Source: an optimization exercise on an open RTL-to-GDS flow (aim: small area). Production flows keep margins and buffers that such runs may drop. At most, simulation tests tie the RTL to the original design; equivalence was not proved. Function not checked in run 4: the RTL went through the layout flow alone. Power and IR drop assume default switching activity. The flow treats the clock pin as an ideal source, which a real chip does not have.

**flow/flow/run.sh**
```bash
#!/bin/bash
# Standard layout, with clock tree synthesis told not to add dummy loads.
set -e
export CTS_ARGS="-sink_clustering_enable -repair_clock_nets -dont_use_dummy_load -buf_list sky130_fd_sc_hd__clkbuf_16 -sink_clustering_size 30 -sink_clustering_max_diameter 80"
bash standard.sh > standard.log 2>&1
```
**flow/standard.sh**
```bash
#!/bin/bash
# synth_recipe.tcl (not shown) runs the flow's synth.tcl, then flattens the netlist and writes it again
# the make line also repeats each setting of config.mk as NAME=value (left out here)
make -C /OpenROAD-flow-scripts/flow DESIGN_CONFIG=/design/flow/config.mk WORK_HOME=/design/flow/orfs CLKGATE_MAP_FILE= SYNTH_SCRIPT=/design/flow/synth_recipe.tcl "${@:-finish}"
```
**flow/config.mk**
```make
export PLATFORM = sky130hd
export DESIGN_NAME = mas_prog_loader
export DESIGN_NICKNAME = mas_prog_loader
export VERILOG_FILES = /design/flow/design.v
export SDC_FILE = /design/flow/constraint.sdc
export NUM_CORES = 4
export LEC_CHECK = 0
export CAP_MARGIN = 20
export CORE_MARGIN = 2
export CORE_UTILIZATION = 70
export CTS_BUF_LIST = sky130_fd_sc_hd__clkbuf_16
export CTS_CLUSTER_DIAMETER = 80
export CTS_CLUSTER_SIZE = 30
export GPL_TIMING_DRIVEN = 0
export PLACE_DENSITY = 0.8
export SLEW_MARGIN = 20
export SYNTH_HIERARCHICAL = 1
```
**flow/constraint.sdc**
```tcl
create_clock -name core_clock -period 7.0 [get_ports {clk}]
set_input_delay 1.4000 -clock core_clock [delete_from_list [all_inputs] [get_ports {clk}]]
set_output_delay 1.4000 -clock core_clock [all_outputs]
set_load 0.01 [all_outputs]
```
**flow/design.v**
```verilog
module mas_prog_loader #(
  parameter int unsigned       DATA_W   = 16,
  parameter int unsigned       ADDR_W   = 8,
  parameter logic [3:0]        END_OP   = 4'hF,
  parameter logic [DATA_W-1:0] NOP_WORD = '0
) (
  input  logic              clk,
  input  logic              rstz,
  input  logic              pg,
  input  logic              pg_valid,
  input  logic [DATA_W-1:0] pg_instr,
  output logic              pg_ready,
  input  logic              fetch_en,
  input  logic [ADDR_W-1:0] fetch_addr,
  output logic [DATA_W-1:0] fetch_instr,
  output logic              fetch_valid,
  output logic [ADDR_W:0]   prog_len,
  output logic              prog_done,
  output logic              prog_err
);
  localparam int unsigned DEPTH = 2 ** ADDR_W;
  logic              load_q;
  logic              done_q;
  logic              err_q;
  logic              pg_q;
  logic [ADDR_W-1:0] wr_ptr_q;
  logic [ADDR_W:0]   prog_len_q;
  logic [DATA_W-1:0] fetch_instr_q;
  logic              fetch_valid_q;
  logic [DATA_W-1:0] mem_n_q [DEPTH];
  logic              accept;
  logic              is_end;
  logic              last_slot;
  logic              start;
  logic              finish;
  logic [ADDR_W:0]   wr_inc;
  logic              in_prog;
  logic [DEPTH-1:0]  wrow;
  logic [DEPTH-1:0]  rrow_n;
  logic [DATA_W-1:0] rd_data;
  assign accept    = load_q && pg && pg_valid;
  assign is_end    = (pg_instr[DATA_W-1 -: 4] == END_OP);
  assign last_slot = &wr_ptr_q;
  assign start     = pg && !load_q && (!(done_q || err_q) || !pg_q);
  assign finish    = load_q && (!pg || (pg_valid && (is_end || last_slot)));
  assign wr_inc    = {1'b0, wr_ptr_q} + (ADDR_W + 1)'(1);
  assign in_prog   = ({1'b0, fetch_addr} < prog_len_q);
  assign pg_ready    = load_q && pg;
  assign fetch_instr = fetch_instr_q;
  assign fetch_valid = fetch_valid_q;
  assign prog_len    = prog_len_q;
  assign prog_done   = done_q;
  assign prog_err    = err_q;
  logic [15:0] wlo, whi, rlo, rhi;
  always_comb begin
    for (int j = 0; j < 16; j++) begin
      wlo[j] = (wr_ptr_q[3:0] == 4'(j));
      whi[j] = accept && (wr_ptr_q[7:4] == 4'(j));
      rlo[j] = (fetch_addr[3:0] == 4'(j));
      rhi[j] = (fetch_addr[7:4] == 4'(j));
    end
  end
  for (genvar i = 0; i < DEPTH; i++) begin : g_dec
    mpl_and2  u_wrow (.a(whi[i / 16]), .b(wlo[i % 16]), .y(wrow[i]));
    mpl_nand2 u_rrow (.a(rhi[i / 16]), .b(rlo[i % 16]), .y(rrow_n[i]));
  end
  for (genvar b = 0; b < DATA_W; b++) begin : g_col
    logic [DEPTH-1:0] col_n;
    for (genvar i = 0; i < DEPTH; i++) begin : g_bit
      assign col_n[i] = mem_n_q[i][b];
    end
    mpl_rd_col u_col (.en(in_prog), .sel_n(rrow_n), .d_n(col_n), .y(rd_data[b]));
  end
  for (genvar i = 0; i < DEPTH; i++) begin : g_row
    always_ff @(posedge clk) begin
      if (wrow[i]) begin
        mem_n_q[i] <= ~pg_instr;
      end
    end
  end
  always_ff @(posedge clk) begin
    if (!load_q) begin
      wr_ptr_q <= '0;
    end else if (accept) begin
      wr_ptr_q <= wr_inc[ADDR_W-1:0];
    end
  end
  always_ff @(posedge clk or negedge rstz) begin
    if (!rstz) begin
      load_q     <= 1'b0;
      done_q     <= 1'b0;
      err_q      <= 1'b0;
      pg_q       <= 1'b0;
      prog_len_q <= '0;
    end else begin
      pg_q <= pg;
      if (start) begin
        load_q <= 1'b1;
        done_q <= 1'b0;
        err_q  <= 1'b0;
      end else if (finish) begin
        load_q     <= 1'b0;
        done_q     <= pg && is_end;
        err_q      <= !pg || !is_end;
        prog_len_q <= pg ? wr_inc : {1'b0, wr_ptr_q};
      end
    end
  end
  always_ff @(posedge clk or negedge rstz) begin
    if (!rstz) begin
      fetch_instr_q <= NOP_WORD;
      fetch_valid_q <= 1'b0;
    end else begin
      fetch_valid_q <= done_q && !pg && fetch_en;
      fetch_instr_q <= rd_data;
    end
  end
endmodule
module mpl_rd_col (
  input  logic         en,
  input  logic [255:0] sel_n,
  input  logic [255:0] d_n,
  output logic         y
);
  logic [127:0] l1;   
  logic [31:0]  l2;   
  logic [7:0]   l3;   
  logic [1:0]   l4;   
  for (genvar k = 0; k < 128; k++) begin : g_l1
    mpl_oai22 u (.a0(sel_n[2*k]), .b0(d_n[2*k]), .a1(sel_n[2*k+1]),
                 .b1(d_n[2*k+1]), .y(l1[k]));
  end
  for (genvar k = 0; k < 32; k++) begin : g_l2
    assign l2[k] = ~|l1[4*k +: 4];
  end
  for (genvar k = 0; k < 8; k++) begin : g_l3
    assign l3[k] = ~&l2[4*k +: 4];
  end
  for (genvar k = 0; k < 2; k++) begin : g_l4
    assign l4[k] = ~|l3[4*k +: 4];
  end
  assign y = en & ~&l4;
endmodule
module mpl_oai22 (
  input  logic a0, b0, a1, b1,
  output logic y
);
  assign y = ~((a0 | b0) & (a1 | b1));
endmodule
module mpl_and2 (
  input  logic a, b,
  output logic y
);
  assign y = a & b;
endmodule
module mpl_nand2 (
  input  logic a, b,
  output logic y
);
  assign y = ~(a & b);
endmodule
```
==> load_flow_metrics.sql, run 1 <==
INSERT INTO impl_metrics (metric_group, metric, value, unit) VALUES
('drt', 'antenna_left', '0', ''),
('job', 'cap_viol_max_count', '0', ''),
('global_route', 'antenna_found_initial', '45', ''),
('drt', 'detailroute.via_count', '82800', ''),
('layout', 'flow.area_growth_from_synthesis', '7.52', '%'),
('synthesis', 'synth-simple-area-share', '0.0520', ''),
('setup_path', 'timing.critical_path.from_type', 'input pin', ''),
('setup_path', 'timing.critical_path.required', '7.65', 'ns'),
('drt', 'routed_wl', '388000', 'um'),
('drt', 'routedWlPerCell', '36.1', 'um'),
('die', 'initial_utilization', '0.702', ''),
('sta', 'rsz0062_at_grt', 'no', ''),
('global_route', 'grt_pass1_vias', '77200', ''),
('synthesis', 'ys_async_sr_fraction', '0.00726', ''),
('sta', 'report.final.hold_viol_count', '0', ''),
('sta', 'timing.fmax', '0.162', 'GHz'),
('sta', 'report.final.setup_viol', '0', ''),
('sta', 'slew-limit-headroom', '0.154', ''),
('sta', 'clock-skew-final', '0.100', 'ns'),
('placed_design', 'hpwl', '248000', 'um'),
('clocking', 'cts_hold_buf', '0', ''),
('layout', 'top_library_cells_by_usage_in_the_layout_fill_and_taps_aside', 'sky130_fd_sc_hd__edfxtp_1 (4096), sky130_fd_sc_hd__o22ai_1 (2048), sky130_fd_sc_hd__nor4_1 (503)', ''),
('pwr', 'power_density', '251', 'nW/um^2'),
('placed_design', 'portBuffers', '57', ''),
('synthesis', 'postSynth.topFlopCell', 'sky130_fd_sc_hd__edfxtp_1', ''),
('clocking', 'tritoncts', 'done', ''),
('outcome', 'outcome', 'no timing/DRC/antenna violations', ''),
('clocking', 'clock_latency', '0.90', 'ns'),
('pwr', 'peakVddDrop', '0.310', 'mV'),
('drt', 'post_route_drc_violation_count', '0', ''),
('setup_path', 'regToRegSetupSlack', '3.48', 'ns'),
('placed_design', 'final_weighted_congestion_in_routability_driven_placement', '0.978', ''),
('layout', 'stdcell_count', '10700', ''),
('synthesis', 'syn_inst', '7598', ''),
('global_route', 'grt.overflow.total', '0', ''),
('clocking', 'cts_num_sinks', '4134', ''),
('setup_path', 'worst_ep_arrival_time', '6.82', 'ns'),
('synthesis', 'synth_compound_area_frac', '0.0900', ''),
('sta', 'finalCriticalPeriod', '6.17', 'ns'),
('synthesis', 'synth_seq_cells', '4134', ''),
('drt', 'route.detailed.vias_per_inst', '7.70', ''),
('sta', 'worst_slew_pin_slew', '1.26', 'ns'),
('layout', 'filler_cell_count', '10800', ''),
('global_route', 'globalRouteTotalUtil', '0.367', ''),
('synthesis', 'synth_area', '145000', 'um^2'),
('synthesis', 'synth_top_family_by_area', 'compound AO/OA/AOI/OAI gates', ''),
('pwr', 'static-leakage-power', '46.3', 'nW'),
('synthesis', 'yosys_warnings', '8', ''),
('synthesis', 'synth_seq_area_share', '0.855', ''),
('synthesis', 'synth.area.mux_share', '0.000630', ''),
('clocking', 'post_cts.resized_instances', '0', ''),
('setup_path', 'worstRegToRegCells', '5', ''),
('global_route', 'grt_start_max_net_pins', '130', ''),
('drt', 'detailedRoute.firstIterationViolations', '15600', ''),
('clocking', 'cts-root-buf', 'sky130_fd_sc_hd__clkbuf_16', ''),
('global_route', 'gr-usage-met3', '0.0998', ''),
('synthesis', 'postSynthNetCount', '7638', ''),
('setup_path', 'critPathMaxFanout', '16', ''),
('clocking', 'clock_tree.buffer_depth', '3', ''),
('sta', 'slew_viol_final', '0', ''),
('layout', 'mostFrequentLayoutCell', 'sky130_fd_sc_hd__edfxtp_1', ''),
('clocking', 'cts-buffers-inserted', '160', ''),
('layout', 'drive_above_1_share', '0.0531', ''),
('synthesis', 'synth.distinct_cells', '42', ''),
('synthesis', 'average_instance_area_after_synthesis', '19.1', 'um^2'),
('global_route', 'top_usage_layer', 'met2', ''),
('die', 'fp.dieArea', '211000', 'um^2'),
('drt', 'first_pass_drt_iterations', '6', ''),
('hold_path', 'worst_hold_path_type', 'in -> async', ''),
('die', 'num_rows', '167', ''),
('die', 'ios', '58', '');
## sequential cells by signal, summed over array words and instances (netlist names)
signal         cells
done_q             1
wr_ptr_q           8
err_q              1
mem_n_q         4096
fetch_instr_q     16
load_q             1
prog_len_q         9
fetch_valid_q      1
pg_q               1
## metrics by stage
stage / total power, mW / setup slack [ns] / cell area (um^2) / util / hold WS, ns
final: 39.1 / 0.827 / 156000 / 0.755 / 0.407
after detailed placement: 28.8 / 0.404 / 152000 / 0.734 / 0.545
after global placement: 28.8 / -7.59 / 149000 / 0.722 / 0.536
after floorplan: 28.2 / 2.09 / 145000 / - / 0.520
after global routing: 39.8 / 1.01 / 156000 / 0.754 / 0.412
after CTS: 39.0 / 1.31 / 156000 / 0.754 / 0.362
## synthesized netlist by cell type, types with 4 or more instances
cell type / n / area, um^2
sky130_fd_sc_hd__a21boi_1: 16 / 120
sky130_fd_sc_hd__and2_1: 276 / 1730
sky130_fd_sc_hd__clkbuf_1: 4 / 15.0
sky130_fd_sc_hd__dfrtp_1: 30 / 751
sky130_fd_sc_hd__dfxtp_1: 8 / 160
sky130_fd_sc_hd__edfxtp_1: 4096 / 123000
sky130_fd_sc_hd__ha_1: 11 / 138
sky130_fd_sc_hd__inv_1: 26 / 97.6
sky130_fd_sc_hd__mux2i_1: 8 / 80.1
sky130_fd_sc_hd__nand2_1: 274 / 1030
sky130_fd_sc_hd__nand2b_1: 13 / 81.3
sky130_fd_sc_hd__nand3_1: 5 / 25.0
sky130_fd_sc_hd__nand4_1: 134 / 838
sky130_fd_sc_hd__nor2_1: 40 / 150
sky130_fd_sc_hd__nor3_1: 17 / 85.1
sky130_fd_sc_hd__nor4_1: 530 / 3320
sky130_fd_sc_hd__nor4_2: 16 / 200
sky130_fd_sc_hd__o22ai_1: 2048 / 12800
sky130_fd_sc_hd__xnor2_1: 5 / 43.8
sky130_fd_sc_hd__xor2_1: 8 / 70.1
## Yosys stat by module (local to each module, per instance)
module           times used  cell area (um^2)  flip-flops and latches  cells
mas_prog_loader           1            125000                    4134   4350
mpl_and2                256              6.26                       0      1
mpl_nand2               256              3.75                       0      1
mpl_oai22              2048              6.26                       0      1
mpl_rd_col               16               277                       0     43
## power breakdown
group / total [mW] / switching [mW] / internal [mW]
Combinational: 1.11 / 0.891 / 0.218
Sequential: 27.2 / 0.0169 / 27.2
Clock: 10.8 / 6.68 / 4.12
Total: 39.1 / 7.59 / 31.5
## critical path: stages
cell	delay (ns)
sky130_fd_sc_hd__clkdlybuf4s50_1	0.70
sky130_fd_sc_hd__nand2_1	0.63
sky130_fd_sc_hd__nor2_2	0.36
sky130_fd_sc_hd__nand2_1	0.64
sky130_fd_sc_hd__o22ai_1	0.19
sky130_fd_sc_hd__nor4_1	0.74
sky130_fd_sc_hd__nand4_1	0.58
sky130_fd_sc_hd__nor4_2	1.14
sky130_fd_sc_hd__a21boi_1	0.40
## area by class of cell
class                   instances  area (um^2)  share of cell area
well taps                    2704         3380              0.0217
flip-flops and latches       4134       124000               0.795
plain buffers                  10         56.3            0.000361
repair buffers                187         2750              0.0177
clock buffers                 160         4000              0.0257
multi-input cells            3428        21300               0.137
diodes                         94          235             0.00151
inverters                      26          218             0.00140
## cell families (layout without fill, tap and decap cells)
| kind of cell | after synthesis | in the layout |
|---|---|---|
| muxes | 9 | 9 |
| AOI/OAI and AO/OA | 2078 | 2078 |
| other | 0 | 94 |
| and+or+nand+nor | 1317 | 1317 |
| DFF | 4134 | 4134 |
| buffers and inverters | 36 | 383 |
| adders and majority gates | 11 | 11 |
| xor gates and xnor gates | 13 | 13 |
## per-layer routing
metal / wire length, um / up-vias / part of all wire
met4: 27000 / 14 / 0.070
li1: - / 33500 / -
met2: 179000 / 6974 / 0.46
met3: 56400 / 1197 / 0.15
met1: 126000 / 41100 / 0.32
met5: 82 / - / 0.00021
## worst max path at each step
stage,start,endpoint,slack (ns),cells after the start
after global routing,fetch_addr[5],fetch_instr_q[11],1.01,9
after CTS,fetch_addr[4],fetch_instr_q[4],1.31,10
after detailed placement,fetch_addr[4],fetch_instr_q[4],0.40,10
after floorplan,pg_instr[0],mem_n_q[0][0],2.09,1
after global placement,fetch_addr[0],fetch_instr_q[11],-7.59,8
final,fetch_addr[4],fetch_instr_q[11],0.83,9
==> inputs of run 2 (changes only) <==
--- a/flow/config.mk
+++ b/flow/config.mk
@@ -5,7 +5,7 @@
 export SDC_FILE = /design/flow/constraint.sdc
 export NUM_CORES = 4
 export LEC_CHECK = 0
-export CAP_MARGIN = 20
+export CAP_MARGIN = 5
 export CORE_MARGIN = 2
 export CORE_UTILIZATION = 70
 export CTS_BUF_LIST = sky130_fd_sc_hd__clkbuf_16
@@ -13,5 +13,5 @@
 export CTS_CLUSTER_SIZE = 30
 export GPL_TIMING_DRIVEN = 0
 export PLACE_DENSITY = 0.8
-export SLEW_MARGIN = 20
+export SLEW_MARGIN = 5
 export SYNTH_HIERARCHICAL = 1
==> run 2 against run 1 <==
  * Critical path depth increased by 1
  * Clock power about the same
  * Now fails the layout checks on capacitance limit, slew limit
  * Critical endpoint is now fetch_instr_q[4]
  * Combinational power about the same
  * Count of clock-buffer cells in the layout decreased by 1
  * Worst hold slack improved by 0.16 ns
  * Register-to-register slack got worse by 0.45 ns
==> load_flow_metrics.sql, run 2 <==
INSERT INTO impl_metrics (metric_group, metric, value, unit) VALUES
('outcome', 'outcome', 'failed layout checks', ''),
('outcome', 'so_faults', 'capacitance limit, slew limit', ''),
('hold_path', 'hold_start', 'prog_len_q[4]', ''),
('drt', 'route.detailed.vias_per_inst', '7.70', ''),
('die', 'ios', '58', ''),
('synthesis', 'synth_area', '145000', 'um^2'),
('synthesis', 'postSynthNetCount', '7638', ''),
('layout', 'drive_above_1_share', '0.0490', ''),
('global_route', 'grt_start_max_net_pins', '142', ''),
('drt', 'antenna_left', '0', ''),
('hold_path', 'hold-path-cell-count', '2', ''),
('drt', 'detailedRoute.firstIterationViolations', '15700', ''),
('synthesis', 'ys_async_sr_fraction', '0.00726', ''),
('global_route', 'top_usage_layer', 'met2', ''),
('clocking', 'cts-root-buf', 'sky130_fd_sc_hd__clkbuf_16', ''),
('setup_path', 'regToRegSetupSlack', '3.03', 'ns'),
('sta', 'report.final.hold_viol_count', '0', ''),
('clocking', 'postCtsSetupBuffers', '0', ''),
('layout', 'top_library_cells_by_usage_in_the_layout_fill_and_taps_aside', 'sky130_fd_sc_hd__edfxtp_1 (4096), sky130_fd_sc_hd__o22ai_1 (2048), sky130_fd_sc_hd__nor4_1 (513)', ''),
('clocking', 'cts_hold_buf', '0', ''),
('setup_path', 'worstPathBufferInverterCount', '2', ''),
('synthesis', 'postSynth.topFlopCell', 'sky130_fd_sc_hd__edfxtp_1', ''),
('sta', 'slew-limit-headroom', '-0.192', ''),
('setup_path', 'type_of_element_capturing_the_critical_path', 'flop', ''),
('sta', 'finalCriticalPeriod', '6.48', 'ns'),
('clocking', 'tritoncts', 'done', ''),
('setup_path', 'worstSetupPathType', 'in -> reg', ''),
('clocking', 'clock_latency', '0.88', 'ns'),
('clocking', 'post_cts.resized_instances', '0', ''),
('clocking', 'cts_num_sinks', '4134', ''),
('layout', 'final_core_utilization', '0.753', ''),
('clocking', 'clock_tree.buffer_depth', '3', ''),
('clocking', 'cts.reportedPaths.clkPinSlew', '0.11', 'ns'),
('drt', 'routedWlPerCell', '36.0', 'um'),
('synthesis', 'synth_seq_cells', '4134', ''),
('layout', 'flow.area_growth_from_synthesis', '7.18', '%'),
('sta', 'worst_slew_pin_slew', '1.77', 'ns'),
('layout', 'mostFrequentLayoutCell', 'sky130_fd_sc_hd__edfxtp_1', ''),
('die', 'core_region_area', '206000', 'um^2'),
('setup_path', 'r2r-start', 'mem_n_q[177][4]', ''),
('global_route', 'grt_pass1_wl', '539000', 'um'),
('synthesis', 'synth_top_cell_by_area', 'sky130_fd_sc_hd__edfxtp_1', ''),
('sta', 'slew_viol_final', '8', ''),
('pwr', 'static-leakage-power', '46.0', 'nW'),
('setup_path', 'path_common_cell', 'sky130_fd_sc_hd__nor4_1', ''),
('global_route', 'gr-usage-met3', '0.106', ''),
('sta', 'timing.fmax', '0.154', 'GHz'),
('drt', 'first_pass_drt_iterations', '8', ''),
('global_route', 'grt_pass1_vias', '76500', ''),
('layout', 'design.final.nets', '7966', ''),
('pwr', 'power.total', '39.1', 'mW'),
('global_route', 'met2_usage_in_global_routing', '0.546', ''),
('synthesis', 'syn_inst', '7598', ''),
('placed_design', 'dpl-instance-area', '151000', 'um^2'),
('die', 'fp.dieH', '459', 'um'),
('die', 'initial_utilization', '0.702', ''),
('pwr', 'peakVddDrop', '0.314', 'mV'),
('setup_path', 'timing.critical_path.from_type', 'input pin', ''),
('synthesis', 'synth_enable_flop_cells', '4096', ''),
('pwr', 'power_density', '251', 'nW/um^2'),
('die', 'fp.dieArea', '211000', 'um^2'),
('synthesis', 'yosysTopAreaCellShare', '0.848', ''),
('synthesis', 'yosys_warnings', '8', ''),
('layout', 'finish.instance_area', '155000', 'um^2'),
('hold_path', 'worst_hold_path_type', 'reg -> reg', ''),
('drt', 'post_route_drc_violation_count', '0', ''),
('sta', 'report.final.setup_viol', '0', ''),
('placed_design', 'hpwl', '243000', 'um'),
('drt', 'detailroute.via_count', '82500', ''),
('synthesis', 'yosys-top-cells-count', 'sky130_fd_sc_hd__edfxtp_1 (4096), sky130_fd_sc_hd__o22ai_1 (2048), sky130_fd_sc_hd__nor4_1 (530)', ''),
('die', 'num_rows', '167', ''),
('setup_path', 'worst_ep_arrival_time', '7.12', 'ns'),
('layout', 'registers.top_by_ff_count', 'mem_n_q', ''),
('setup_path', 'max_stage_delay', '1.28', 'ns'),
('global_route', 'grt_util_met1', '0.484', ''),
('synthesis', 'average_instance_area_after_synthesis', '19.1', 'um^2'),
('placed_design', 'final_weighted_congestion_in_routability_driven_placement', '0.978', ''),
('setup_path', 'crit_chain', 'clkdlybuf4s50_1 -> nand2b_1 -> nor2_2 -> buf_8 -> nand2_1 -> o22ai_1 -> nor4_1 -> nand4_1 -> nor4_1 -> a21boi_1', ''),
('clocking', 'htree_num_levels', '4', ''),
('setup_path', 'critPathMaxFanout', '16', ''),
('die', 'chipWidth', '459', 'um'),
('synthesis', 'synth_seq_area_share', '0.855', ''),
('placed_design', 'portBuffers', '57', ''),
('hold_path', 'whs_endpoint', 'prog_len_q[4]', ''),
('setup_path', 'worstReg2RegEnd', 'fetch_instr_q[4]', ''),
('sta', 'clock-skew-final', '0.0869', 'ns'),
('synthesis', 'synth_area_leaders', 'sky130_fd_sc_hd__edfxtp_1 (85%), sky130_fd_sc_hd__o22ai_1 (8.8%), sky130_fd_sc_hd__nor4_1 (2.3%), sky130_fd_sc_hd__and2_1 (1.2%), sky130_fd_sc_hd__nand2_1 (0.71%)', ''),
('setup_path', 'timing.critical_path.required', '7.64', 'ns'),
('global_route', 'globalRouteTotalUtil', '0.363', ''),
('layout', 'reg.largest.list', 'mem_n_q (4096), fetch_instr_q (16), prog_len_q (9)', ''),
('setup_path', 'critical_path.slowest_cell', 'sky130_fd_sc_hd__nor4_1', ''),
('sta', 'min_period_over_period', '0.926', ''),
('global_route', 'grt.overflow.total', '0', ''),
('drt', 'routed_wl', '386000', 'um'),
('clocking', 'cts-buffers-inserted', '159', ''),
('layout', 'largest_reg_flops', '4096', ''),
('setup_path', 'top_family_by_delay_on_critical_path', 'simple AND/OR/NAND/NOR gates', ''),
('sta', 'rsz0062_at_grt', 'no', ''),
('setup_path', 'worstRegToRegCells', '5', ''),
('synthesis', 'top_count_cell_post_synth', 'sky130_fd_sc_hd__edfxtp_1', ''),
('synthesis', 'synth.distinct_cells', '42', ''),
('global_route', 'antenna_found_initial', '49', ''),
('job', 'cap_viol_max_count', '4', ''),
('sta', 'fin_worst_hold_slack', '0.567', 'ns');
-- run 2: cell counts after synthesis --
Identical to the previous run, type by type.
-- run 2: kinds of logic (layout without fill, tap and decap cells) --
family	after synthesis	after routing	share of synthesized area
buffers and inverters	36	362	0.00106
other	0	79	0
xor gates and xnor gates	13	13	0.000785
AOI/OAI and AO/OA	2078	2078	0.0900
muxes	9	9	0.000630
DFF	4134	4134	0.855
adders and majority gates	11	11	0.000949
and+or+nand+nor	1317	1317	0.0520
-- run 2: tightest hold or removal path, stage by stage (launching register included) --
cell and delay (ns):
sky130_fd_sc_hd__dfrtp_1 0.39, sky130_fd_sc_hd__inv_1 0.08, sky130_fd_sc_hd__mux2i_1 0.07
-- run 2: power breakdown --
| part | switching [mW] | internal, mW | total, mW | leakage, nW |
|---|---|---|---|---|
| Sequential | 0.0169 | 27.2 | 27.2 | 37.3 |
| Combinational | 0.879 | 0.196 | 1.08 | 6.81 |
| Clock | 6.69 | 4.10 | 10.8 | 1.96 |
| Total | 7.58 | 31.5 | 39.1 | 46.0 |
-- run 2: how the worst max path moves through the flow --
stage / from / end / slack, ns / cells after the start
after floorplan: pg_instr[0] / mem_n_q[0][0] / 2.09 / 1
after global placement: fetch_addr[0] / fetch_instr_q[11] / -7.59 / 8
after detailed placement: fetch_addr[4] / fetch_instr_q[11] / -0.1 / 10
after CTS: fetch_addr[4] / fetch_instr_q[11] / 0.80 / 10
after global routing: fetch_addr[4] / fetch_instr_q[4] / 0.82 / 10
final: fetch_addr[4] / fetch_instr_q[4] / 0.52 / 10
-- run 2: layer usage --
layer	up-vias	part of all wire	wire, um
met1	40900	0.33	126000
met2	6913	0.46	177000
met5	-	0.00048	184
met3	1188	0.15	56600
met4	28	0.068	26200
li1	33400	-	-
-- run 2: final cells by class --
class,instances,area [um^2]
tap,2704,3380
clock buffer,159,3980
antenna,79,198
sequential,4134,124000
fill,11000,51000
multi-input combinational,3428,21300
timing repair buffer,167,2410
buffer,10,56.3
inverter,26,218
-- run 2: through the flow --
stage | setup slack (ns) | std cells | setup TNS [ns]
after floorplan | 2.09 | 7598 | 0
after global placement | -7.59 | 10400 | -
after detailed placement | -0.0992 | 10500 | -0.0992
after CTS | 0.802 | 10600 | 0
after global routing | 0.820 | 10700 | 0
final | 0.521 | 10700 | 0
-- run 2: modules after synthesis, one instance, submodules excluded --
module           flops+latches  cells  cell area (um^2)  times used
mpl_rd_col                   0     43               277          16
mpl_and2                     0      1              6.26         256
mas_prog_loader           4134   4350            125000           1
mpl_oai22                    0      1              6.26        2048
mpl_nand2                    0      1              3.75         256
==> inputs of run 3 (changes only) <==
--- a/flow/config.mk
+++ b/flow/config.mk
@@ -5,7 +5,7 @@
 export SDC_FILE = /design/flow/constraint.sdc
 export NUM_CORES = 4
 export LEC_CHECK = 0
-export CAP_MARGIN = 5
+export CAP_MARGIN = 18
 export CORE_MARGIN = 2
 export CORE_UTILIZATION = 70
 export CTS_BUF_LIST = sky130_fd_sc_hd__clkbuf_16
@@ -13,5 +13,5 @@
 export CTS_CLUSTER_SIZE = 30
 export GPL_TIMING_DRIVEN = 0
 export PLACE_DENSITY = 0.8
-export SLEW_MARGIN = 5
+export SLEW_MARGIN = 12
 export SYNTH_HIERARCHICAL = 1
==> run 3 against run 2 <==
  * Now clean on timing, DRC and antenna
  * Maximum frequency is 0.60% higher
  * Worst setup slack better by 0.039 ns
  * Critical path depth stayed put
  * Clock skew is 0.0025 ns lower
  * Register-to-register slack better by 0.20 ns
  * Via count is 0.70% higher
  * Final area is 0.19% higher
  * Routed wire length is 0.78% higher
  * Cell count is 0.37% higher
  * Clock power hardly changed
  * Combinational power hardly changed
  * Critical endpoint is now fetch_instr_q[10]
==> load_flow_metrics.sql, run 3 <==
INSERT INTO impl_metrics (metric_group, metric, value, unit) VALUES
('setup_path', 'critPathMaxFanout', '16', ''),
('global_route', 'grt_pass1_wl', '542000', 'um'),
('synthesis', 'ys_async_sr_fraction', '0.00726', ''),
('setup_path', 'worstReg2RegEnd', 'fetch_instr_q[10]', ''),
('layout', 'mostFrequentLayoutCell', 'sky130_fd_sc_hd__edfxtp_1', ''),
('setup_path', 'worstSetupPathType', 'in -> reg', ''),
('synthesis', 'postSynthNetCount', '7638', ''),
('synthesis', 'synth_area', '145000', 'um^2'),
('clocking', 'cts.reportedPaths.clkPinSlew', '0.10', 'ns'),
('pwr', 'power_density', '251', 'nW/um^2'),
('drt', 'antenna_left', '0', ''),
('global_route', 'grt.overflow.total', '0', ''),
('drt', 'routed.top_layer', 'met5', ''),
('placed_design', 'hpwl', '245000', 'um'),
('setup_path', 'type_of_element_capturing_the_critical_path', 'flop', ''),
('clocking', 'cts_num_sinks', '4134', ''),
('setup_path', 'top_family_by_delay_on_critical_path', 'simple AND/OR/NAND/NOR gates', ''),
('drt', 'routedWlPerCell', '36.2', 'um'),
('setup_path', 'cp.depth', '10', ''),
('pwr', 'peakVddDrop', '0.311', 'mV'),
('die', 'chipWidth', '459', 'um'),
('synthesis', 'yosys_warnings', '8', ''),
('setup_path', 'worstRegToRegCells', '5', ''),
('synthesis', 'synth_enable_flop_cells', '4096', ''),
('synthesis', 'synth_area_leaders', 'sky130_fd_sc_hd__edfxtp_1 (85%), sky130_fd_sc_hd__o22ai_1 (8.8%), sky130_fd_sc_hd__nor4_1 (2.3%), sky130_fd_sc_hd__and2_1 (1.2%), sky130_fd_sc_hd__nand2_1 (0.71%)', ''),
('synthesis', 'yosys-top-cells-count', 'sky130_fd_sc_hd__edfxtp_1 (4096), sky130_fd_sc_hd__o22ai_1 (2048), sky130_fd_sc_hd__nor4_1 (530)', ''),
('placed_design', 'portBuffers', '57', ''),
('synthesis', 'synth.distinct_cells', '42', ''),
('sta', 'report.final.setup_viol', '0', ''),
('die', 'core_region_area', '206000', 'um^2'),
('setup_path', 'r2r-start', 'mem_n_q[238][10]', ''),
('layout', 'largest_reg_flops', '4096', ''),
('die', 'ios', '58', ''),
('drt', 'first_pass_drt_iterations', '6', ''),
('drt', 'post_route_drc_violation_count', '0', ''),
('die', 'fp.dieArea', '211000', 'um^2'),
('setup_path', 'regToRegSetupSlack', '3.23', 'ns'),
('setup_path', 'timing.critical_path.required', '7.67', 'ns'),
('clocking', 'tritoncts', 'done', ''),
('sta', 'finalCriticalPeriod', '6.44', 'ns'),
('layout', 'registers.top_by_ff_count', 'mem_n_q', ''),
('clocking', 'clock_tree.buffer_depth', '3', ''),
('setup_path', 'worstPathBufferInverterCount', '2', ''),
('setup_path', 'worst_ep_arrival_time', '7.11', 'ns'),
('sta', 'slew_viol_final', '0', ''),
('die', 'fp.dieH', '459', 'um'),
('setup_path', 'timing.critical_path.from_type', 'input pin', ''),
('synthesis', 'syn_inst', '7598', ''),
('sta', 'timing.fmax', '0.155', 'GHz'),
('sta', 'report.final.hold_viol_count', '0', ''),
('layout', 'flow.area_growth_from_synthesis', '7.39', '%'),
('global_route', 'grt_start_max_net_pins', '142', ''),
('synthesis', 'synth_seq_area_share', '0.855', ''),
('die', 'initial_utilization', '0.702', ''),
('sta', 'layout_setup_ws', '0.560', 'ns'),
('synthesis', 'top_count_cell_post_synth', 'sky130_fd_sc_hd__edfxtp_1', ''),
('clocking', 'post_cts.resized_instances', '0', ''),
('pwr', 'static-leakage-power', '46.1', 'nW'),
('layout', 'final_core_utilization', '0.754', ''),
('outcome', 'outcome', 'no timing/DRC/antenna violations', ''),
('sta', 'clock-skew-final', '0.0843', 'ns'),
('die', 'num_rows', '167', ''),
('sta', 'slew-limit-headroom', '0.108', ''),
('clocking', 'cts_hold_buf', '0', ''),
('layout', 'reg.largest.list', 'mem_n_q (4096), fetch_instr_q (16), prog_len_q (9)', ''),
('drt', 'route.detailed.vias_per_inst', '7.73', ''),
('drt', 'routed_wl', '389000', 'um'),
('synthesis', 'postSynth.topFlopCell', 'sky130_fd_sc_hd__edfxtp_1', ''),
('drt', 'met3_length', '57400', 'um'),
('clocking', 'cts-buffers-inserted', '159', ''),
('setup_path', 'critical_path.endpoint', 'fetch_instr_q[10]', ''),
('global_route', 'globalRouteTotalUtil', '0.366', ''),
('clocking', 'postCtsSetupBuffers', '0', ''),
('placed_design', 'final_weighted_congestion_in_routability_driven_placement', '0.978', ''),
('sta', 'worst_slew_pin_slew', '1.33', 'ns'),
('global_route', 'antenna_found_initial', '39', ''),
('global_route', 'grt_pass1_vias', '77100', ''),
('drt', 'wl_met1', '126000', 'um'),
('sta', 'min_period_over_period', '0.920', ''),
('drt', 'detailroute.via_count', '83000', ''),
('layout', 'design.final.nets', '7983', ''),
('sta', 'finalSetupTns', '0', 'ns'),
('layout', 'drive_above_1_share', '0.0519', ''),
('placed_design', 'pre_cts_ws', '0.470', 'ns'),
('drt', 'wl_met2', '178000', 'um'),
('synthesis', 'synth_top_cell_by_area', 'sky130_fd_sc_hd__edfxtp_1', ''),
('layout', 'top_library_cells_by_usage_in_the_layout_fill_and_taps_aside', 'sky130_fd_sc_hd__edfxtp_1 (4096), sky130_fd_sc_hd__o22ai_1 (2048), sky130_fd_sc_hd__nor4_1 (509)', ''),
('sta', 'rsz0062_at_grt', 'no', ''),
('setup_path', 'critical_path.slowest_cell', 'sky130_fd_sc_hd__nor4_2', ''),
('synthesis', 'synth_seq_cells', '4134', ''),
('setup_path', 'crit_chain', 'clkdlybuf4s50_1 -> nand2b_1 -> nor2_2 -> buf_8 -> nand2_1 -> o22ai_1 -> nor4_1 -> nand4_1 -> nor4_2 -> a21boi_1', ''),
('clocking', 'htree_num_levels', '4', ''),
('setup_path', 'max_stage_delay', '1.10', 'ns'),
('synthesis', 'yosysTopAreaCellShare', '0.848', ''),
('drt', 'detailedRoute.firstIterationViolations', '15500', ''),
('hold_path', 'worst_hold_path_type', 'in -> async', ''),
('synthesis', 'average_instance_area_after_synthesis', '19.1', 'um^2'),
('job', 'cap_viol_max_count', '0', ''),
('clocking', 'cts-root-buf', 'sky130_fd_sc_hd__clkbuf_16', ''),
('setup_path', 'crit_path_start', 'fetch_addr[4]', ''),
('clocking', 'clock_latency', '0.90', 'ns');
-- run 3: cell counts after synthesis --
Identical to the previous run, type by type.
-- run 3: cell type report --
class | instances | area, um^2
antenna | 102 | 255
inverter | 26 | 218
fill | 10900 | 50700
sequential | 4134 | 124000
timing repair buffer | 184 | 2620
tap | 2704 | 3380
buffer | 10 | 56.3
clock buffer | 159 | 3980
multi-input combinational | 3428 | 21300
-- run 3: per-layer routing --
metal  GRT usage  vias up
met1       0.488    41200
met3       0.104     1273
li1            -    33500
met2       0.549     7053
met4       0.214        8
met5           0        -
-- run 3: report_power, final --
group | switching [mW] | internal, mW | leakage, nW
combinational | 0.890 | 0.210 | 6.92
sequential | 0.0166 | 27.2 | 37.3
clock | 6.70 | 4.10 | 1.96
-- run 3: through the flow --
step | power, mW | area, um^2 | hold WS (ns) | instances
2_1_floorplan | 28.2 | 145000 | 0.520 | 7598
3_3_place_gp | 28.8 | 149000 | 0.536 | 10400
3_5_place_dp | 28.8 | 151000 | 0.550 | 10500
4_1_cts | 39.0 | 155000 | 0.266 | 10600
5_1_grt | 39.7 | 156000 | 0.276 | 10700
6_report | 39.1 | 156000 | 0.291 | 10700
-- run 3: Yosys stat by module, one instance, submodules excluded --
module,cell area [um^2],copies in the design,cells,flops+latches
mpl_and2,6.26,256,1,0
mpl_nand2,3.75,256,1,0
mpl_rd_col,277,16,43,0
mpl_oai22,6.26,2048,1,0
mas_prog_loader,125000,1,4350,4134
-- run 3: cells by family after synthesis --
family | share of synthesized area
buf+inv | 0.00106
xor+xnor | 0.000785
mux | 0.000630
compound gates | 0.0900
flops | 0.855
simple gates | 0.0520
fa+ha+maj | 0.000949
-- run 3: worst min path at each step --
stage                              from                 to  slack, ns  cells past startpoint
after floorplan             wr_ptr_q[1]        wr_ptr_q[1]       0.52                      2
final                              rstz  fetch_instr_q[10]       0.29                      1
after global routing               rstz   fetch_instr_q[6]       0.28                      1
after global placement            err_q              err_q       0.54                      2
after detailed placement  prog_len_q[8]      prog_len_q[8]       0.55                      1
after CTS                          rstz   fetch_instr_q[6]       0.27                      1
==> inputs of run 4 (changes only) <==
--- a/flow/design.v
+++ b/flow/design.v
@@ -57,7 +57,7 @@
       wlo[j] = (wr_ptr_q[3:0] == 4'(j));
       whi[j] = accept && (wr_ptr_q[7:4] == 4'(j));
       rlo[j] = (fetch_addr[3:0] == 4'(j));
-      rhi[j] = (fetch_addr[7:4] == 4'(j));
+      rhi[j] = in_prog && (fetch_addr[7:4] == 4'(j));
     end
   end
   for (genvar i = 0; i < DEPTH; i++) begin : g_dec
@@ -69,7 +69,7 @@
     for (genvar i = 0; i < DEPTH; i++) begin : g_bit
       assign col_n[i] = mem_n_q[i][b];
     end
-    mpl_rd_col u_col (.en(in_prog), .sel_n(rrow_n), .d_n(col_n), .y(rd_data[b]));
+    mpl_rd_col u_col (.sel_n(rrow_n), .d_n(col_n), .y(rd_data[b]));
   end
   for (genvar i = 0; i < DEPTH; i++) begin : g_row
     always_ff @(posedge clk) begin
@@ -117,7 +117,6 @@
   end
 endmodule
 module mpl_rd_col (
-  input  logic         en,
   input  logic [255:0] sel_n,
   input  logic [255:0] d_n,
   output logic         y
@@ -139,7 +138,7 @@
   for (genvar k = 0; k < 2; k++) begin : g_l4
     assign l4[k] = ~|l3[4*k +: 4];
   end
-  assign y = en & ~&l4;
+  assign y = ~&l4;
 endmodule
 module mpl_oai22 (
   input  logic a0, b0, a1, b1,
==> flow/config.mk (replaced) <==
export PLATFORM = sky130hd
export DESIGN_NAME = mas_prog_loader
export DESIGN_NICKNAME = mas_prog_loader
export VERILOG_FILES = /design/flow/design.v
export SDC_FILE = /design/flow/constraint.sdc
export NUM_CORES = 4
export LEC_CHECK = 0
export CAP_MARGIN = 20
export CORE_MARGIN = 2
export CORE_UTILIZATION = 55
export CTS_BUF_LIST = sky130_fd_sc_hd__clkbuf_16
export CTS_CLUSTER_DIAMETER = 80
export CTS_CLUSTER_SIZE = 30
export PLACE_DENSITY = 0.65
export SLEW_MARGIN = 20
export SYNTH_HIERARCHICAL = 1
==> run 4 against run 3 <==
  * Still clean
  * Routed wire length grew 9.5%
  * Sequential power about the same
  * Synthesized cell count hardly changed
  * Flip-flop and latch count unchanged
  * Critical path depth increased by 4
  * Via count down 0.16%
  * Core utilization is 15 points lower
  * Worst hold slack improved by 0.23 ns
  * Cell count increased by 9.7%
  * Clock power grew 6%
  * Critical endpoint is now fetch_instr_q[8]
==> load_flow_metrics.sql, run 4 <==
INSERT INTO impl_metrics (metric_group, metric, value, unit) VALUES
('placed_design', 'hpwl', '263000', 'um'),
('layout', 'final_core_utilization', '0.601', ''),
('drt', 'detailroute.via_count', '82900', ''),
('die', 'ios', '58', ''),
('setup_path', 'timing.critical_path.required', '7.74', 'ns'),
('outcome', 'outcome', 'no timing/DRC/antenna violations', ''),
('drt', 'detailedRoute.firstIterationViolations', '14000', ''),
('synthesis', 'syn_inst', '7604', ''),
('die', 'initial_utilization', '0.553', ''),
('die', 'chipWidth', '517', 'um'),
('sta', 'clock-skew-final', '0.0832', 'ns'),
('layout', 'filler_cell_count', '18800', ''),
('placed_design', 'dpl-instance-area', '153000', 'um^2'),
('clocking', 'cts_hold_buf', '0', ''),
('layout', 'stdcell_count', '11800', ''),
('drt', 'met3_length', '48600', 'um'),
('setup_path', 'timing.critical_path.from_type', 'input pin', ''),
('layout', 'top_library_cells_by_usage_in_the_layout_fill_and_taps_aside', 'sky130_fd_sc_hd__edfxtp_1 (4096), sky130_fd_sc_hd__o22ai_1 (2048), sky130_fd_sc_hd__nor4_1 (505)', ''),
('drt', 'wl_met2', '196000', 'um'),
('drt', 'routed_wl', '426000', 'um'),
('sta', 'report.final.setup_viol', '0', ''),
('setup_path', 'worst_ep_arrival_time', '7.07', 'ns'),
('synthesis', 'synth_enable_flop_cells', '4096', ''),
('synthesis', 'top_count_cell_post_synth', 'sky130_fd_sc_hd__edfxtp_1', ''),
('synthesis', 'postSynth.topFlopCell', 'sky130_fd_sc_hd__edfxtp_1', ''),
('setup_path', 'r2r-start', 'prog_len_q[7]', ''),
('global_route', 'grt_pass1_wl', '588000', 'um'),
('synthesis', 'synth_area_leaders', 'sky130_fd_sc_hd__edfxtp_1 (85%), sky130_fd_sc_hd__o22ai_1 (8.8%), sky130_fd_sc_hd__nor4_1 (2.3%), sky130_fd_sc_hd__and2_1 (1.2%), sky130_fd_sc_hd__nand2_1 (0.75%)', ''),
('synthesis', 'postSynthNetCount', '7644', ''),
('placed_design', 'portBuffers', '57', ''),
('pwr', 'static-leakage-power', '47.0', 'nW'),
('die', 'core_region_area', '262000', 'um^2'),
('sta', 'slew-limit-headroom', '0.108', ''),
('layout', 'largest_reg_flops', '4096', ''),
('clocking', 'cts.reportedPaths.clkPinSlew', '0.11', 'ns'),
('synthesis', 'synth_area', '145000', 'um^2'),
('drt', 'post_route_drc_violation_count', '0', ''),
('layout', 'area_of_combinational_cells_with_multiple_inputs', '21200', 'um^2'),
('layout', 'flow.area_growth_from_synthesis', '8.78', '%'),
('synthesis', 'synth.distinct_cells', '49', ''),
('layout', 'registers.top_by_ff_count', 'mem_n_q', ''),
('clocking', 'cts-root-buf', 'sky130_fd_sc_hd__clkbuf_16', ''),
('pwr', 'power_density', '251', 'nW/um^2'),
('clocking', 'clock_tree.buffer_depth', '4', ''),
('placed_design', 'final_weighted_congestion_in_routability_driven_placement', '0.935', ''),
('setup_path', 'worstSetupPathType', 'in -> reg', ''),
('layout', 'finish.instance_area', '158000', 'um^2'),
('pwr', 'power.internal', '31.8', 'mW'),
('global_route', 'grt.overflow.total', '0', '');
## run 4: changes by cell type after synthesis, sizes merged, moves of 2 or more
cell | before | now
o211ai | 0 | 3
a21boi | 18 | 2
or3b | 0 | 2
nor3 | 17 | 11
clkbuf | 4 | 7
nand2 | 274 | 288
a21o | 0 | 2
nand2b | 13 | 9
nor2 | 40 | 43
nand3b | 0 | 3
## run 4: power groups by stage
stage	sequential, mW	clock, mW	combinational (mW)
finish	27.2	11.5	0.948
global route	27.2	12.2	0.976
CTS	27.2	11.5	0.930
detailed placement	27.8	0	0.930
global placement	27.8	0	0.899
floorplan	27.8	0	0.283
## run 4: Yosys stat by module (local to each module, per instance)
module / area (um^2) / cells
mpl_nand2: 3.75 / 1
mpl_oai22: 6.26 / 1
mas_prog_loader: 125000 / 4356
mpl_rd_col: 273 / 43
mpl_and2: 6.26 / 1
## run 4: logic make-up after synthesis
| family | synth area share |
|---|---|
| compound gates | 0.0894 |
| xor+xnor | 0.000785 |
| fa+ha+maj | 0.000949 |
| buf+inv | 0.00116 |
| flops | 0.855 |
| mux | 0.000630 |
| simple gates | 0.0524 |
## run 4: layout make-up
cell class / count / share of cell area
flip-flops and latches: 4134 / 0.786
multi-input cells: 3430 / 0.135
well taps: 3515 / 0.0279
clock buffers: 173 / 0.0274
repair buffers: 411 / 0.0214
diodes: 101 / 0.00160
inverters: 27 / 0.00140
## run 4: final timing paths
| check | slack [ns] | to | depth (start not counted) |
|---|---|---|---|
| max reg2reg | 1.02 | fetch_instr_q[8] | 14 |
| min in group core_clock | 0.59 | wr_ptr_q[1] | 2 |
| max | 0.67 | fetch_instr_q[8] | 14 |
| max in group asynchronous | 5.96 | load_q | 1 |
| min | 0.52 | fetch_instr_q[11] | 1 |
| min reg2reg | 0.59 | wr_ptr_q[1] | 2 |
## run 4: layer usage
metal  global-route usage  vias up
li1                     -    33900
met1                0.444    42700
met2                0.477     5461
met3               0.0639      778
met4                0.136       12
met5                    0        -
## run 4: critical path, stage by stage
cell                              delay (ns)
sky130_fd_sc_hd__clkdlybuf4s50_1        0.55
sky130_fd_sc_hd__ha_1                   0.38
sky130_fd_sc_hd__and4b_1                0.23
sky130_fd_sc_hd__o211ai_1               0.12
sky130_fd_sc_hd__o211ai_1               0.27
sky130_fd_sc_hd__buf_4                  0.32
sky130_fd_sc_hd__nor2_1                 0.13
sky130_fd_sc_hd__buf_4                  0.25
sky130_fd_sc_hd__nand2_1                0.58
sky130_fd_sc_hd__o22ai_1                0.15
sky130_fd_sc_hd__nor4_1                 0.95
sky130_fd_sc_hd__nand4_1                0.45
sky130_fd_sc_hd__nor4_1                 1.11
sky130_fd_sc_hd__nand2_1                0.11

re-timing with driven ports:
No port has a modelled driver above. Below, the same layouts with a new extraction and two added sets of constraints. Step 1 (the two cells are an assumption about what drives the block):
set clk [get_ports {clk}]
set_driving_cell -lib_cell sky130_fd_sc_hd__clkbuf_16 $clk
set_driving_cell -lib_cell sky130_fd_sc_hd__buf_2 [delete_from_list [all_inputs] $clk]
Step 2 adds t to the input delays and takes it off the output delays; t is the mean of the earliest and latest rising clock arrival at the registers after step 1. Input paths then give back, and output paths get back, about the clock's delay inside the block. a / b / c = ideal ports / drivers / drivers and shift; a / b = the first two.
| run | t (ns) | slack for setup (ns) | latest minus earliest clock arrival (ns) | worst data-port slew with drivers (ns) |
|---|---|---|---|---|
| run 1 | 0.937 | 0.827 / 0.770 / -0.167 | 0.106 / 0.106 | 0.19 |
| run 2 | 0.939 | 0.521 / 0.450 / -0.488 | 0.099 / 0.099 | 0.20 |
| run 3 | 0.937 | 0.560 / 0.451 / -0.486 | 0.095 / 0.094 | 0.21 |
| run 4 | 0.973 | 0.670 / 0.738 / -0.234 | 0.106 / 0.107 | 0.17 |
The setup slack of run 3, which loses most, moves by -0.109 ns with the drivers and by -1.046 ns with both steps.
